What follows belongs to an exercise in optimizing a design on an open flow for small area, a short achievable clock period and few clock cycles per item; a production flow would make more cautious choices.
In this exercise RTL edits were held to simulation tests only and were not proved equivalent to the original.
No activity file was given, so power comes from the tool's default toggle rates.

===== flow/constraint.sdc =====
create_clock -name core_clock -period 6.5 [get_ports {clk}]
set_input_delay 1.3000 -clock core_clock [delete_from_list [all_inputs] [get_ports {clk}]]
set_output_delay 1.3000 -clock core_clock [all_outputs]
set_load 0.01 [all_outputs]

===== flow/config.mk =====
export PLATFORM = sky130hd
export DESIGN_NAME = fcfs_multi_server_job_scheduler
export DESIGN_NICKNAME = fcfs_multi_server_job_scheduler
export VERILOG_FILES = /design/flow/design.v
export SDC_FILE = /design/flow/constraint.sdc
export NUM_CORES = 4
export LEC_CHECK = 0
export CAP_MARGIN = 20
export CORE_MARGIN = 2
export CORE_UTILIZATION = 40
export SETUP_SLACK_MARGIN = 3.0
export SLEW_MARGIN = 20

===== flow/run.sh =====
#!/bin/bash
# synth_recipe.tcl (not shown) runs the flow's synth.tcl, then flattens the netlist and writes it again
# the make line also repeats each setting of config.mk as NAME=value (left out here)
make -C /OpenROAD-flow-scripts/flow DESIGN_CONFIG=/design/flow/config.mk WORK_HOME=/design/flow/orfs CLKGATE_MAP_FILE= SYNTH_SCRIPT=/design/flow/synth_recipe.tcl finish

===== flow/design.v =====
`default_nettype none
module fcfs_multi_server_job_scheduler
#(
  parameter int MAX_JOBS    = 64,
  parameter int MAX_SERVERS = 8
) (
  input  wire logic        clk,
  input  wire logic        rst_n,
  input  wire logic        cfg_we,
  input  wire logic [3:0]  cfg_wdata,
  input  wire logic        in_tvalid,
  output logic             in_tready,
  input  wire logic [23:0] in_tdata,
  input  wire logic        in_tuser,
  output logic             out_tvalid,
  input  wire logic        out_tready,
  output logic [31:0]      out_tdata,
  output logic             out_tuser,
  output logic             out_tlast
);
  localparam int N = 64;
  logic [2:0] lm1_r;
  always_ff @(posedge clk) begin
    if (!rst_n) begin
      lm1_r <= 3'd0;
    end else if (cfg_we) begin
      if (cfg_wdata == 4'd0)
        lm1_r <= 3'd0;
      else if (cfg_wdata[3])
        lm1_r <= 3'd7;
      else
        lm1_r <= 3'(cfg_wdata - 4'd1);
    end
  end
  logic clr_r;
  always_ff @(posedge clk) clr_r <= !rst_n;
  logic        q0_v, q1_v;
  logic        q0_op, q1_op;
  logic [20:0] q0_d, q1_d;
  logic        push, pop;
  logic        adv;
  assign in_tready = !q1_v;
  assign push      = in_tvalid && !q1_v;
  always_ff @(posedge clk) begin
    if (!rst_n) begin
      q0_v <= 1'b0;
      q1_v <= 1'b0;
    end else begin
      if (pop) begin
        q0_v <= q1_v || push;
        q1_v <= q1_v && push;
      end else if (push) begin
        q0_v <= 1'b1;
        q1_v <= q0_v;
      end
    end
  end
  always_ff @(posedge clk) begin
    if (pop ? (q1_v || push) : (push && !q0_v)) begin
      q0_op <= (pop && q1_v) ? q1_op : in_tuser;
      q0_d  <= (pop && q1_v) ? q1_d  : in_tdata[20:0];
    end
    if (push && (pop ? q1_v : q0_v)) begin
      q1_op <= in_tuser;
      q1_d  <= in_tdata[20:0];
    end
  end
  logic [6:0]  id_mem   [N];
  logic [13:0] left_mem [N];
  logic [N-1:0] nz_c, one_c;
  always_comb begin
    for (int i = 0; i < N; i++) begin
      nz_c[i]  = (left_mem[i] != 14'd0);
      one_c[i] = (left_mem[i] == 14'd1);
    end
  end
  logic         b_v, c_v;
  logic         b_tick, c_tick;
  logic [N-1:0] b_keep;               
  logic [N-1:0] b_pick, c_pick;
  logic         b_busy, c_busy;
  logic [2:0]   b_s, c_s;
  logic         b_first, c_first;
  logic         b_last, c_last;
  logic [6:0]   b_id, c_id;
  logic         b_store, c_store;    
  logic [5:0]   b_idx, c_idx;        
  logic         b_snz, c_snz;        
  logic         b_sone, c_sone;      
  logic [10:0]  b_pp_lo;             
  logic [9:0]   b_pp_hi;             
  logic [13:0]  c_svc;
  logic [13:0]  c_left;
  logic         c_one, c_two;        
  logic [6:0]   a_cnt;     
  logic [6:0]   busy_r;    
  logic [6:0]   big_r;     
  logic         tdone_r;   
  logic [N-1:0] c_dec, b_dec;
  logic [N-1:0] c_we;
  logic         c_fire;
  logic [13:0]  w_left;
  logic         w_one;
  assign w_left = c_tick ? c_left - 14'd1 : c_svc;
  assign w_one  = c_tick ? c_two : c_sone;
  always_comb begin
    for (int i = 0; i < N; i++) begin
      c_dec[i] = (c_idx == 6'(i));
      b_dec[i] = (b_idx == 6'(i));
      c_we[i]  = (c_v && c_tick && c_pick[i]) || (c_store && c_dec[i]);
    end
  end
  logic [2:0]   s_r;
  logic [N-1:0] nz_mid, nz_eff;
  logic [N-1:0] m_in;
  logic [N-1:0] pre;
  logic         a_fire;
  logic         a_first;
  logic         a_last;
  logic         a_store;
  logic [6:0]   a_w, a_a;
  always_comb begin
    for (int i = 0; i < N; i++) begin
      nz_mid[i] = (nz_c[i] && !(c_v && c_tick && c_pick[i] && c_one)) ||
                  (c_store && c_dec[i] && c_snz);
      nz_eff[i] = (nz_mid[i] && !(b_v && b_tick && b_pick[i] && (c_we[i] ? w_one : one_c[i]))) ||
                  (b_store && b_dec[i] && b_snz);
    end
  end
  assign a_first = (s_r == 3'd0);
  assign a_last  = (s_r == lm1_r);
  assign m_in    = a_first ? nz_eff : (nz_eff & b_keep);
  always_comb begin
    pre[0] = 1'b0;
    for (int i = 1; i < N; i++) begin
      pre[i] = pre[i-1] || m_in[i-1];
    end
  end
  assign a_fire  = q0_v && adv;
  assign pop     = a_fire && (!q0_op || a_last);
  assign a_store = a_fire && !q0_op && !a_cnt[6];
  assign a_w     = q0_d[13:7];
  assign a_a     = q0_d[20:14];
  always_ff @(posedge clk) begin
    if (!rst_n) begin
      s_r   <= 3'd0;
      a_cnt <= 7'd0;
    end else begin
      if (a_fire && q0_op) begin
        s_r <= a_last ? 3'd0 : s_r + 3'd1;
      end
      if (a_store) begin
        a_cnt <= a_cnt + 7'd1;
      end
    end
  end
  always_ff @(posedge clk) begin
    if (!rst_n) begin
      b_v     <= 1'b0;
      c_v     <= 1'b0;
      b_store <= 1'b0;
      c_store <= 1'b0;
    end else if (adv) begin
      b_v     <= a_fire;
      c_v     <= b_v;
      b_store <= a_store;
      c_store <= b_store;
    end
  end
  always_ff @(posedge clk) begin
    if (adv) begin
      b_keep  <= pre;
      b_tick  <= q0_op;
      b_busy  <= pre[N-1] || m_in[N-1];
      b_s     <= s_r;
      b_first <= a_first;
      b_last  <= a_last;
      b_id    <= q0_d[6:0];
      b_idx   <= a_cnt[5:0];
      b_snz   <= (a_w != 7'd0) && (a_a != 7'd0);
      b_sone  <= (a_w == 7'd1) && (a_a == 7'd1);
      b_pp_lo <= 11'(a_w * a_a[3:0]);
      b_pp_hi <= 10'(a_w * a_a[6:4]);
    end
  end
  logic [6:0]  rd_id;
  logic [13:0] rd_left;
  logic        fwd;
  logic [13:0] d_left;
  always_comb begin
    rd_id   = '0;
    rd_left = '0;
    for (int i = 0; i < N; i++) begin
      rd_id   = rd_id   | ({7{b_pick[i]}}  & id_mem[i]);
      rd_left = rd_left | ({14{b_pick[i]}} & left_mem[i]);
    end
  end
  assign fwd    = |(b_pick & c_we);
  assign d_left = fwd ? w_left : rd_left;
  assign b_pick = {b_busy, b_keep[N-1:1]} & ~b_keep;
  always_ff @(posedge clk) begin
    if (adv) begin
      c_pick  <= b_pick;
      c_tick  <= b_tick;
      c_busy  <= b_busy;
      c_s     <= b_s;
      c_first <= b_first;
      c_last  <= b_last;
      c_id    <= b_tick ? (fwd ? c_id : rd_id) : b_id;
      c_left  <= d_left;
      c_one   <= (d_left == 14'd1);
      c_two   <= (d_left == 14'd2);
      c_idx   <= b_idx;
      c_snz   <= b_snz;
      c_sone  <= b_sone;
      c_svc   <= 14'({3'd0, b_pp_lo} + {b_pp_hi, 4'd0});
    end
  end
  assign c_fire = c_v && adv;
  always_ff @(posedge clk) begin
    for (int i = 0; i < N; i++) begin
      if (c_fire && c_store && c_dec[i]) begin
        id_mem[i] <= c_id;
      end
      if (clr_r || (adv && c_we[i])) begin
        left_mem[i] <= clr_r ? 14'd0 : w_left;
      end
    end
  end
  logic tick_done;
  logic ack_done;
  assign tick_done = c_first ? ((big_r == 7'd0) && (busy_r <= {4'd0, lm1_r} + 7'd1)) : tdone_r;
  assign ack_done  = (busy_r == 7'd0) && !(c_store && c_snz);
  always_ff @(posedge clk) begin
    if (!rst_n) begin
      busy_r <= '0;
      big_r  <= '0;
    end else if (c_fire) begin
      if (c_tick) begin
        if (c_one) busy_r <= busy_r - 7'd1;
        if (c_two) big_r  <= big_r - 7'd1;
      end else if (c_store) begin
        if (c_snz)            busy_r <= busy_r + 7'd1;
        if (c_snz && !c_sone) big_r  <= big_r + 7'd1;
      end
    end
  end
  always_ff @(posedge clk) begin
    if (c_fire && c_tick && c_first) begin
      tdone_r <= tick_done;
    end
  end
  logic [28:0] item;
  always_comb begin
    if (c_tick) begin
      item = {1'b1, c_last, tick_done, 1'b0, c_left, c_id, c_busy, c_s};
    end else begin
      item = {1'b0, 1'b1, ack_done, !c_store, c_store ? c_svc : 14'd0, c_id, 1'b0, 3'd0};
    end
  end
  logic        out_v, sk_v;
  logic [28:0] out_d, sk_d;
  assign adv = !sk_v;
  always_ff @(posedge clk) begin
    if (!rst_n) begin
      out_v <= 1'b0;
      sk_v  <= 1'b0;
    end else begin
      if (sk_v) begin
        if (out_tready) sk_v <= 1'b0;
      end else if (c_v) begin
        if (!out_v || out_tready) out_v <= 1'b1;
        else sk_v <= 1'b1;
      end else if (out_tready) begin
        out_v <= 1'b0;
      end
    end
  end
  always_ff @(posedge clk) begin
    if (sk_v ? out_tready : (c_v && (!out_v || out_tready))) begin
      out_d <= sk_v ? sk_d : item;
    end
    if (!sk_v && c_v && out_v && !out_tready) begin
      sk_d <= item;
    end
  end
  assign out_tvalid = out_v;
  assign out_tuser  = out_d[28];
  assign out_tlast  = out_d[27];
  assign out_tdata  = {5'd0, out_d[26:0]};
endmodule
`default_nettype wire

==> impl_metrics.ini, run 1 <==
[sta]
hold_viol = 0
rsz0062_at_grt = true
final-setup-viol-count = 0
timing.slew.headroom = 0.1446
hold_ws_ns = 0.4167
fin_crit_sh = 0.5799
worst_pin_slew_ns = 1.271
fin_crit_ns = 3.769
skew_ns = 0.05748
fmax_mhz = 265.3
slew_violations = 0
setup_tns_ns = 0

[layout]
area_growth_pct = 21.48
drive_above_1_share = 0.2263
final_nets = 5712

[drt]
drt_iter0_markers = 11440
route.antenna.remaining_nets = 0
wl_per_cell_um = 52.47
firstDrtPassIters = 6
vias = 57530
vias_per_cell = 7.057
drc = 0
wirelength_um = 427800

[die]
start_util = 0.4017
rows = 156
ios = 70
die-width_um = 429.6
fp.dieArea_um2 = 184500
coreArea_um2 = 180400
die_h_um = 429.6

[clock_tree]
clock_latency_ns = 0.89
cts-htree-levels = 4
cts.sinks = 1705
cts_buffers = 184
clockRootBuffer = clkbuf_16
cts_tree = yes
ctsHoldBuffers = 0
cts.path.max_buffers = 3
path_clk_slew_ns = 0.07

[placement]
gp_congestion = 1.087
hpwlAfterDp_um = 316600
portBuffers = 61

[synth]
synth_top_area_frac = 0.6918
ys_types = 100
ys_seq_area_frac = 0.7017
synth_edf_count = 1669
synthArstFlopShare = 0
yosysWarningCount = 3
netlist_area_um2 = 72450
avgSynthCellArea_um2 = 14.23
synth_top_flop_cell = edfxtp_1
synthTopCellsByArea = edfxtp_1 (69%), a22oi_1 (6.4%), nor2_1 (1.7%)
yosys.area.top_type = edfxtp_1
postSynthCellCount = 5093
synth_seq_cells = 1705

[global_route]
gr-usage-met3 = 0.1659
overflow = 0
grt_pass1_vias = 51070
grt_max_degree = 119
met1_usage = 0.6017
busiest_layer = met2
grt_use_met2 = 0.6145
antenna_found_initial = 48
grtUsageTotal = 0.4509
grt_pass1_wl_um = 535500

[run_status]
outcome = timing/DRC/antenna clean

[pwr]
ir_worst_vdd_mv = 0.2950
power.leakage_nw = 30.10
p_per_area_nw_per_um2 = 321.1

[worst_setup_path]
path_delay_family = simple AND/OR/NAND/NOR gates
crit_type = register to register
cp-end-kind = register
cp_cell_sequence = nor4_2 > nand4_1 > mux2i_1 > a221oi_1 > a211oi_2 > nand4_1 > buf_4 > nor4_4 > buf_4 > buf_12 > nand4b_1
critical-path-max-stage-delay_ns = 0.67
critPathArrivalTime_ns = 4.35
path_buf_inv = 3
slowest_stage = nor4_2
cp_data_required_time_ns = 7.08
crit_fanout = 11
cp-start-kind = register

[flow_run]
drv_cap = 0

[hold_path]
hp-class = register to register
==> per-stage QoR <==
step / area, um^2 / setup WS, ns / std cells / utilization / total power, mW
after floorplan: 72490 / 3.097 / 5097 / - / 15.24
after global placement: 77680 / 1.684 / 7562 / 0.4307 / 17.33
after detailed placement: 77760 / 1.641 / 7565 / 0.4311 / 17.35
after CTS: 86650 / 2.807 / 8065 / 0.4804 / 27.95
after global routing: 87960 / 2.839 / 8132 / 0.4877 / 28.67
final: 88010 / 2.731 / 8152 / 0.4880 / 28.26
==> path summary, 6_finish.rpt <==
path / startpoint / cells after the start / slack [ns] / endpoint
setup / recovery: left_mem[26][2] / 11 / 2.73 / b_keep[47]
hold / removal: q0_d[5] / 0 / 0.42 / b_id[5]
setup reg to reg: left_mem[26][2] / 11 / 2.73 / b_keep[47]
hold reg to reg: q0_d[5] / 0 / 0.42 / b_id[5]
==> cell families (layout without fill, tap and decap cells) <==
kind of cell / after synthesis / count (layout) / share of synthesized area
other: 1 / 25 / 0.00005176
AND/OR/NAND/NOR: 1549 / 1550 / 0.1171
XOR/XNOR: 47 / 47 / 0.005682
adder cells (fa/ha/maj): 70 / 70 / 0.01406
flip-flops: 1705 / 1705 / 0.7017
multiplexers: 93 / 93 / 0.01390
buffers and inverters: 419 / 1083 / 0.02435
AO/OA/AOI/OAI: 1209 / 1209 / 0.1232
==> layout make-up <==
cell class              count  area [um^2]
fillers                 15820        92340
flip-flops and latches   1705        50850
multi-input cells        2974        22130
repair buffers            596         5358
clock buffers             233         4882
well taps                2370         2965
clock inverters           107         1117
inverters                 147        658.1
diodes                     20        50.05
==> cells in the mapped netlist, types with 35 or more instances <==
library cell and count:
a21oi_1 108, a221oi_1 59, a22o_1 56, a22oi_1 622, and3b_1 35, clkbuf_1 182
dfxtp_1 36, edfxtp_1 1669, ha_1 51, inv_1 138, mux2_2 61, nand2_1 292
nand2b_1 51, nand3_1 92, nand4_1 184, nor2_1 323, nor2b_1 52, nor3_1 124
nor4_1 184, o21ai_0 82, o21bai_1 64
==> registers in the layout, indices dropped and copies added, names as in the netlist, 21 cells and up <==
name,count
out_d,29
q0_d,21
id_mem,448
left_mem,896
sk_d,29
b_keep,63
q1_d,21
c_pick,64
==> what timing repair did <==
action / CTS / global route
buffers inserted: 158 / 61
resized for setup: 317 / 144
pin swaps: 79 / 57
cloned: 2 / 6
endpoints found under the setup margin: 187 / 231
==> layout by cell type, fill, tap and decap left out, drive strengths merged, types with 53 or more instances in the layout <==
cell / n
o21bai: 64
a221oi: 59
nor2: 323
nor4: 191
a22oi: 633
o21ai: 82
buf: 529
a21oi: 109
clkdlybuf4s50: 61
inv: 134
a22o: 56
clkinv: 81
mux2: 61
edfxtp: 1669
clkbuf: 239
nor2b: 53
nand3: 93
nand2: 293
nand4: 185
nor3: 125
==> power by group <==
part	total, mW	leakage, nW	switching, mW	internal [mW]
sequential	14.8	16.7	1.28	13.5
combinational	2.75	10.5	2.02	0.731
clock	10.7	2.90	4.74	5.95
==> worst register-to-register path, stage by stage, from the launching register on <==
cell and delay (ns):
edfxtp_1 0.51, nor4_2 0.67, nand4_1 0.47, mux2i_1 0.27, a221oi_1 0.15, a211oi_2 0.32
nand4_1 0.12, buf_4 0.19, nor4_4 0.27, buf_4 0.17, buf_12 0.16, nand4b_1 0.14
==> per-layer routing <==
layer  part of all wire  up-vias  wire length (um)
li1                   -    21600                 -
met1               0.37    29760            159800
met2               0.40     5105            170600
met3               0.14     1043             61820
met4              0.082       28             35120
met5             0.0011        -               456
Testbench counts, summed over its fixed seeds: cycles 16,945, items 4,000.
==> run 2: changes to the inputs <==
--- a/flow/design.v
+++ b/flow/design.v
@@ -34,35 +34,25 @@
   end
   logic clr_r;
   always_ff @(posedge clk) clr_r <= !rst_n;
-  logic        q0_v, q1_v;
-  logic        q0_op, q1_op;
-  logic [20:0] q0_d, q1_d;
+  logic        q0_v;
+  logic        q0_op;
+  logic [20:0] q0_d;
   logic        push, pop;
   logic        adv;
-  assign in_tready = !q1_v;
-  assign push      = in_tvalid && !q1_v;
+  logic        a_last;
+  assign in_tready = !q0_v || (adv && (!q0_op || a_last));
+  assign push      = in_tvalid && in_tready;
   always_ff @(posedge clk) begin
     if (!rst_n) begin
       q0_v <= 1'b0;
-      q1_v <= 1'b0;
-    end else begin
-      if (pop) begin
-        q0_v <= q1_v || push;
-        q1_v <= q1_v && push;
-      end else if (push) begin
-        q0_v <= 1'b1;
-        q1_v <= q0_v;
-      end
-    end
-  end
-  always_ff @(posedge clk) begin
-    if (pop ? (q1_v || push) : (push && !q0_v)) begin
-      q0_op <= (pop && q1_v) ? q1_op : in_tuser;
-      q0_d  <= (pop && q1_v) ? q1_d  : in_tdata[20:0];
-    end
-    if (push && (pop ? q1_v : q0_v)) begin
-      q1_op <= in_tuser;
-      q1_d  <= in_tdata[20:0];
+    end else if (push || pop) begin
+      q0_v <= push;
+    end
+  end
+  always_ff @(posedge clk) begin
+    if (push) begin
+      q0_op <= in_tuser;
+      q0_d  <= in_tdata[20:0];
     end
   end
   logic [6:0]  id_mem   [N];
@@ -77,14 +67,17 @@
   logic         b_v, c_v;
   logic         b_tick, c_tick;
   logic [N-1:0] b_keep;               
-  logic [N-1:0] b_pick, c_pick;
+  logic [N-1:0] b_pick;
+  logic [5:0]   b_penc;              
+  logic         c_wen;               
+  logic [5:0]   c_widx;              
   logic         b_busy, c_busy;
   logic [2:0]   b_s, c_s;
   logic         b_first, c_first;
   logic         b_last, c_last;
   logic [6:0]   b_id, c_id;
   logic         b_store, c_store;    
-  logic [5:0]   b_idx, c_idx;        
+  logic [5:0]   b_idx;               
   logic         b_snz, c_snz;        
   logic         b_sone, c_sone;      
   logic [10:0]  b_pp_lo;             
@@ -96,18 +89,19 @@
   logic [6:0]   busy_r;    
   logic [6:0]   big_r;     
   logic         tdone_r;   
-  logic [N-1:0] c_dec, b_dec;
+  logic [N-1:0] b_dec;
   logic [N-1:0] c_we;
   logic         c_fire;
   logic [13:0]  w_left;
   logic         w_one;
+  logic         w_nz;
   assign w_left = c_tick ? c_left - 14'd1 : c_svc;
   assign w_one  = c_tick ? c_two : c_sone;
-  always_comb begin
-    for (int i = 0; i < N; i++) begin
-      c_dec[i] = (c_idx == 6'(i));
+  assign w_nz   = c_tick ? !c_one : c_snz;
+  always_comb begin
+    for (int i = 0; i < N; i++) begin
       b_dec[i] = (b_idx == 6'(i));
-      c_we[i]  = (c_v && c_tick && c_pick[i]) || (c_store && c_dec[i]);
+      c_we[i]  = c_wen && (c_widx == 6'(i));
     end
   end
   logic [2:0]   s_r;
@@ -116,13 +110,11 @@
   logic [N-1:0] pre;
   logic         a_fire;
   logic         a_first;
-  logic         a_last;
   logic         a_store;
   logic [6:0]   a_w, a_a;
   always_comb begin
     for (int i = 0; i < N; i++) begin
-      nz_mid[i] = (nz_c[i] && !(c_v && c_tick && c_pick[i] && c_one)) ||
-                  (c_store && c_dec[i] && c_snz);
+      nz_mid[i] = c_we[i] ? w_nz : nz_c[i];
       nz_eff[i] = (nz_mid[i] && !(b_v && b_tick && b_pick[i] && (c_we[i] ? w_one : one_c[i]))) ||
                   (b_store && b_dec[i] && b_snz);
     end
@@ -160,11 +152,13 @@
       c_v     <= 1'b0;
       b_store <= 1'b0;
       c_store <= 1'b0;
+      c_wen   <= 1'b0;
     end else if (adv) begin
       b_v     <= a_fire;
       c_v     <= b_v;
       b_store <= a_store;
       c_store <= b_store;
+      c_wen   <= b_v && (b_tick ? b_busy : b_store);
     end
   end
   always_ff @(posedge clk) begin
@@ -198,9 +192,15 @@
   assign fwd    = |(b_pick & c_we);
   assign d_left = fwd ? w_left : rd_left;
   assign b_pick = {b_busy, b_keep[N-1:1]} & ~b_keep;
+  always_comb begin
+    b_penc = '0;
+    for (int i = 0; i < N; i++) begin
+      b_penc = b_penc | ({6{b_pick[i]}} & 6'(i));
+    end
+  end
   always_ff @(posedge clk) begin
     if (adv) begin
-      c_pick  <= b_pick;
+      c_widx  <= b_tick ? b_penc : b_idx;
       c_tick  <= b_tick;
       c_busy  <= b_busy;
       c_s     <= b_s;
@@ -210,7 +210,6 @@
       c_left  <= d_left;
       c_one   <= (d_left == 14'd1);
       c_two   <= (d_left == 14'd2);
-      c_idx   <= b_idx;
       c_snz   <= b_snz;
       c_sone  <= b_sone;
       c_svc   <= 14'({3'd0, b_pp_lo} + {b_pp_hi, 4'd0});
@@ -219,7 +218,7 @@
   assign c_fire = c_v && adv;
   always_ff @(posedge clk) begin
     for (int i = 0; i < N; i++) begin
-      if (c_fire && c_store && c_dec[i]) begin
+      if (adv && c_we[i] && !c_tick) begin
         id_mem[i] <= c_id;
       end
       if (clr_r || (adv && c_we[i])) begin
--- a/flow/config.mk
+++ b/flow/config.mk
@@ -8,5 +8,8 @@
 export CAP_MARGIN = 20
 export CORE_MARGIN = 2
 export CORE_UTILIZATION = 40
+export CTS_BUF_LIST = sky130_fd_sc_hd__clkbuf_16
+export CTS_CLUSTER_DIAMETER = 60
+export CTS_CLUSTER_SIZE = 30
 export SETUP_SLACK_MARGIN = 3.0
 export SLEW_MARGIN = 20
==> impl_metrics.ini, run 2 <==
[global_route]
antenna_found_initial = 65
grt_pass1_vias = 49730
grtUsageTotal = 0.4481
grt_pass1_wl_um = 501200
overflow = 0
grt_max_degree = 88

[pwr]
p_sw_frac = 0.2917
switchingPower_mw = 7.307
ir_worst_vdd_mv = 0.2889
clkPwrFrac = 0.358
power.leakage_nw = 28.82
power_frac_seq = 0.547
p_per_area_nw_per_um2 = 300.6
intPower_mw = 17.74
p_comb_frac = 0.095

[synth]
synth_common_cells = edfxtp_1 (1583), a22oi_1 (366), nor2_1 (306)
postSynthCellCount = 4676
synth_top_flop_cell = edfxtp_1
synth_seq_cells = 1619
ys_types = 74
synth_top_area_frac = 0.6989
avgSynthCellArea_um2 = 14.55
yosys.area.top_type = edfxtp_1
ys_seq_area_frac = 0.7095
yosysMostFrequentCell = edfxtp_1
synth_edf_count = 1583
yosysWarningCount = 3
netlist_area_um2 = 68020
synthArstFlopShare = 0
synthTopCellsByArea = edfxtp_1 (70%), a22oi_1 (4.0%), a22o_1 (1.8%)

[die]
rows = 151
die_h_um = 416.4
coreArea_um2 = 169100
die-width_um = 416.4
fp.dieArea_um2 = 173400
ios = 70
start_util = 0.4023

[clock_tree]
cts_tree = yes
cts.path.max_buffers = 3
clockRootBuffer = clkbuf_16
ctsHoldBuffers = 0
cts.sinks = 1619
cts-htree-levels = 4
cts_buffers = 135
clock_latency_ns = 0.88
path_clk_slew_ns = 0.07

[sta]
worst_pin_slew_ns = 1.292
fin_ws_ns = 2.437
slew_violations = 0
fin_crit_ns = 4.063
final-setup-viol-count = 0
hold_viol = 0
timing.slew.headroom = 0.1385
fmax_mhz = 246.1
rsz0062_at_grt = true
fin_crit_sh = 0.6250
setup_tns_ns = 0
skew_ns = 0.07315

[drt]
wl_met1_um = 135800
vias_per_cell = 7.334
firstDrtPassIters = 9
route.antenna.remaining_nets = 0
wl_met2_um = 153600
drc = 0
drt_iter0_markers = 11890
routed.top_layer = met5
vias = 55390
met3_length_um = 69180
wirelength_um = 396200
wl_per_cell_um = 52.46

[layout]
reg_top3 = left_mem x896, id_mem x448, b_keep x63
drive_above_1_share = 0.2447
fin_util = 0.4927
final_nets = 5288
largest_register_ffs = 896
regMostFlops = left_mem
mostFrequentLayoutCell = edfxtp_1
area_growth_pct = 22.49
final_cell_mix = edfxtp_1 (1583), buf_4 (492), a22oi_1 (330)

[worst_setup_path]
cp_data_required_time_ns = 7.08
cp_cell_sequence = nor4_2 > nand4_1 > a211oi_1 > a221oi_1 > a311oi_1 > nand4_1 > nor3_4 > buf_12 > buf_6 > clkbuf_16 > nand2_1
path_delay_family = simple AND/OR/NAND/NOR gates
crit_type = register to register
critPathArrivalTime_ns = 4.65
cp-end-kind = register
cp-start-kind = register
critical-path-max-stage-delay_ns = 0.61
slowest_stage = nor4_2
crit_fanout = 5
crit_top_cell = nand4_1
path_buf_inv = 3

[placement]
place_ws_ns = 1.242
hpwlAfterDp_um = 280200
gp_congestion = 1.181
portBuffers = 61

[run_status]
outcome = timing/DRC/antenna clean

[flow_run]
drv_cap = 0

[hold_path]
hp-class = register to register
==> run 2: repair_timing <==
item | CTS | global route
pin swaps | 90 | 44
resized for setup | 377 | 124
endpoints found under the setup margin | 442 | 425
cloned | 2 | 2
endpoints found under the hold margin | 0 | 0
setup buffers | 215 | 51
==> run 2: worst register-to-register path, delay by kind of cell (launching register included) <==
family                 cells  cell delay [ns]
buffers and inverters      3             0.40
flip-flops                 1             0.55
AO/OA/AOI/OAI              3             1.31
AND/OR/NAND/NOR            5             1.55
==> run 2: path summary, 6_finish.rpt <==
check             depth (start not counted)  slack, ns            start          to
hold / removal                            0       0.42           b_s[1]      c_s[1]
hold reg to reg                           0       0.42           b_s[1]      c_s[1]
setup / recovery                         11       2.44  left_mem[38][6]  b_keep[61]
setup reg to reg                         11       2.44  left_mem[38][6]  b_keep[61]
==> run 2: stage by stage <==
step / std cells / cell area [um^2] / power (mW) / hold slack, ns
finish: 7552 / 83320 / 25.05 / 0.4185
CTS: 7457 / 82080 / 24.77 / 0.4160
detailed placement: 6990 / 73480 / 15.80 / 0.4056
global placement: 6987 / 73410 / 15.79 / 0.4018
floorplan: 4680 / 68110 / 14.12 / 0.4003
global route: 7520 / 83240 / 25.42 / 0.4178
==> run 2: metal layers <==
| layer | vias to the layer above | track usage |
|---|---|---|
| met1 | 28010 | 0.5379 |
| li1 | 20140 | - |
| met3 | 1505 | 0.2561 |
| met2 | 5693 | 0.5945 |
| met4 | 36 | 0.3220 |
| met5 | - | 0.01111 |
==> run 2: cell families after synthesis <==
| group | count (synthesis) | synth area share |
|---|---|---|
| xor gates and xnor gates | 49 | 0.006309 |
| other | 1 | 0.00005513 |
| DFF | 1619 | 0.7095 |
| AOI/OAI and AO/OA | 1100 | 0.1229 |
| muxes | 58 | 0.009105 |
| buffers and inverters | 350 | 0.01988 |
| and+or+nand+nor | 1429 | 0.1173 |
| adders and majority gates | 70 | 0.01497 |
==> run 2: power groups by stage <==
stage | Combinational (mW) | Clock [mW] | Sequential [mW]
3_5_place_dp | 2.03 | 0 | 13.8
5_1_grt | 2.39 | 9.34 | 13.7
2_1_floorplan | 0.872 | 0 | 13.2
3_3_place_gp | 2.02 | 0 | 13.8
6_report | 2.38 | 8.97 | 13.7
4_1_cts | 2.20 | 8.96 | 13.6
==> run 2: layout make-up <==
type / instances / area, um^2
fillers: 14460 / 85780
multi-input cells: 2712 / 21410
repair buffers: 641 / 5704
diodes: 37 / 92.59
well taps: 2218 / 2775
flip-flops and latches: 1619 / 48270
clock inverters: 112 / 1313
clock buffers: 138 / 3453
inverters: 75 / 304.0
Testbench counts of run 2, summed over its fixed seeds: cycles 16,945, items 4,000.

[re-timing with driven ports]
How much do the figures lean on ideal ports? The routed layouts below were timed once more, with nothing changed but the port constraints.
Step 1: set_driving_cell puts a clkbuf_16 on clk and a buf_2 on each other input, an assumption about the parent block.
Step 2, shift: input delay + t, output delay - t, t = (earliest + latest rising clock arrival at the registers) / 2. This alone moves slack from input paths to output paths.
Three values: ideal ports, drivers, drivers and shift; two values: the first two.
run | t, ns | setup WS [ns] | cell pins on the clock port's net
run 1 | 0.954 | 2.731 / 2.731 / 2.731 | 1
run 2 | 0.945 | 2.437 / 2.437 / 2.437 | 1
After both steps setup and hold are still met in every run listed.
